From an optimization exercise on the open Yosys and OpenROAD flow, aimed at small area, a short achievable clock period and few clock cycles; shortcuts taken in it are not production practice. Function was checked by simulation only, so behaviour that the tests miss may differ from the original. No activity file was given, so power comes from the tool's default toggle rates.

==> flow/design.v (excerpt) <==
module mbuf_adapter_top #(
    parameter int NUM_BANKS  = mbuf_pkg::DEF_NUM_BANKS,
    parameter int BANK_DEPTH = mbuf_pkg::DEF_BANK_DEPTH,
    parameter int DATA_W     = mbuf_pkg::DEF_DATA_W,
    localparam int ADDR_W    = (BANK_DEPTH > 1) ? $clog2(BANK_DEPTH) : 1
) (
    input  logic                acc_clk,
    input  logic                aresetn,
    input  logic [DATA_W-1:0]   s_axis_tdata,
    input  logic                s_axis_tvalid,
    input  logic                s_axis_tlast,
    output logic                s_axis_tready,
    output logic [DATA_W-1:0]   m_axis_tdata,
    output logic                m_axis_tvalid,
    output logic                m_axis_tlast,
    input  logic                m_axis_tready,
    output logic                acc_start_ready,
    input  logic                acc_done,
    input  logic                acc_en,
    input  logic [DATA_W/8-1:0] acc_we,
  ...
export LEC_CHECK = 0
export CAP_MARGIN = 10
export CORE_MARGIN = 2
export CORE_UTILIZATION = 50
export CTS_CLUSTER_DIAMETER = 80
export CTS_CLUSTER_SIZE = 24
export SETUP_SLACK_MARGIN = 2.4
export SLEW_MARGIN = 10
export SYNTH_HIERARCHICAL = 1
export SYNTH_MINIMUM_KEEP_SIZE = 0
create_clock -name core_clock -period 5.0 [get_ports {acc_clk}]
standard.sh (not shown) runs the stock make flow with config.mk's settings and CLKGATE_MAP_FILE= SYNTH_SCRIPT=/design/flow/synth_recipe.tcl, a recipe that flattens the netlist after the stock synthesis.
==> flow/flow/run.sh <==
#!/bin/bash
# Standard layout with the port buffers made from plain buffers and the
# resizer free to change a cell's footprint. Every tool's output goes to
# flow_make.log in this folder; ORFS keeps its own per-step logs in orfs/logs.
set -euo pipefail
bash standard.sh \
  MATCH_CELL_FOOTPRINT=0 \
  "BUFFER_PORTS_ARGS=-buffer_cell sky130_fd_sc_hd__buf_4" \
  finish > flow_make.log 2>&1
The starting point passed the timing, DRC and antenna checks.
Testbench counts at the start, summed over its fixed seeds: cycles 3,630.
==> next run, changes <==
- CAP_MARGIN: 10 -> 20
- CTS_CLUSTER_DIAMETER: 80 -> 90
- CTS_CLUSTER_SIZE: 24 -> 26
- SETUP_SLACK_MARGIN: 2.4 -> 2.6
- SLEW_MARGIN: 10 -> 20
Effect: The new run completed with no timing, DRC or antenna violations; clock power barely changes; die area stays the same; setup slack improved by 0.084 ns; routed wire length came out higher by 1.2%.


Another version of the RTL of mbuf_adapter_top (not shown whole).
Size: about 4900 cells after synthesis, about 2200 flip-flops, about 150 I/O pins.
Design mbuf_adapter_top, start of the top module:
module mbuf_adapter_top #(
    parameter int NUM_BANKS  = mbuf_pkg::DEF_NUM_BANKS,
    parameter int BANK_DEPTH = mbuf_pkg::DEF_BANK_DEPTH,
    parameter int DATA_W     = mbuf_pkg::DEF_DATA_W,
    localparam int ADDR_W    = (BANK_DEPTH > 1) ? $clog2(BANK_DEPTH) : 1
) (
    input  logic                acc_clk,
    input  logic                aresetn,
    input  logic [DATA_W-1:0]   s_axis_tdata,
    input  logic                s_axis_tvalid,
    input  logic                s_axis_tlast,
    output logic                s_axis_tready,
    output logic [DATA_W-1:0]   m_axis_tdata,
    output logic                m_axis_tvalid,
    output logic                m_axis_tlast,
    input  logic                m_axis_tready,
    output logic                acc_start_ready,
    input  logic                acc_done,
    input  logic                acc_en,
    input  logic [DATA_W/8-1:0] acc_we,
  ...
clock: 5.0 ns
lec_check: 0
cap_margin: 20
core_margin: 2
core_utilization: 50
cts_cluster_diameter: 80
cts_cluster_size: 24
setup_slack_margin: 2.3
slew_margin: 20
synth_hierarchical: 1
synth_minimum_keep_size: 0
Scripts as last shown in full above: flow/flow/run.sh
The baseline finished clean.
Testbench counts at the start, summed over its fixed seeds: cycles 3,630.
==> next run, changes <==
Settings changed: SETUP_SLACK_MARGIN 2.3 to 2.5.
The changed run went through all stages and came out clean.
Total power grows by 3.3%.
Global-route usage is higher by 3.4 points.
Final area goes up by 7.1%.
Die area is unchanged.
Synthesized area does not change.
Combinational power came out higher by 22%.
Core utilization grows by 4.0 points.
Non-clock buffer count came out higher by 75.
Clock-buffer cell count decreases by 26.

port drivers added, routing unchanged:
How much do the figures lean on ideal ports? The routed layouts below were timed once more, with nothing changed but the port constraints.
Step 1: set_driving_cell puts a clkbuf_16 on acc_clk and a buf_2 on each other input, an assumption about the parent block.
Step 2 moves the port delays by t, midway between the first and last clock arrival at a register: inputs arrive t later, outputs are due t later. That takes back most of the time a late clock gives input paths.
Slacks: ideal ports / drivers / drivers and shift; pairs: ideal ports / drivers.
run	t (ns)	slack for setup (ns)	hold WS [ns]	worst setup path at the end	slew at the worst register clock pin (ns)
the first run of note 1	0.833	2.118 / 2.165 / 1.332	0.480 / 0.480 / 0.480	input to register	0.10 / 0.10
the second run of note 1	0.831	2.202 / 2.155 / 1.324	0.489 / 0.489 / 0.489	input to register	0.11 / 0.11
the first run of note 2	0.855	2.119 / 2.049 / 1.195	0.475 / 0.420 / 0.475	input to register	0.11 / 0.11
the second run of note 2	0.868	2.273 / 2.158 / 1.290	0.477 / 0.438 / 0.477	input to register	0.10 / 0.10
After both steps setup and hold are still met in every run listed. The setup slack of the second run of note 2, which loses most, moves by -0.115 ns with the drivers and by -0.983 ns with both steps.
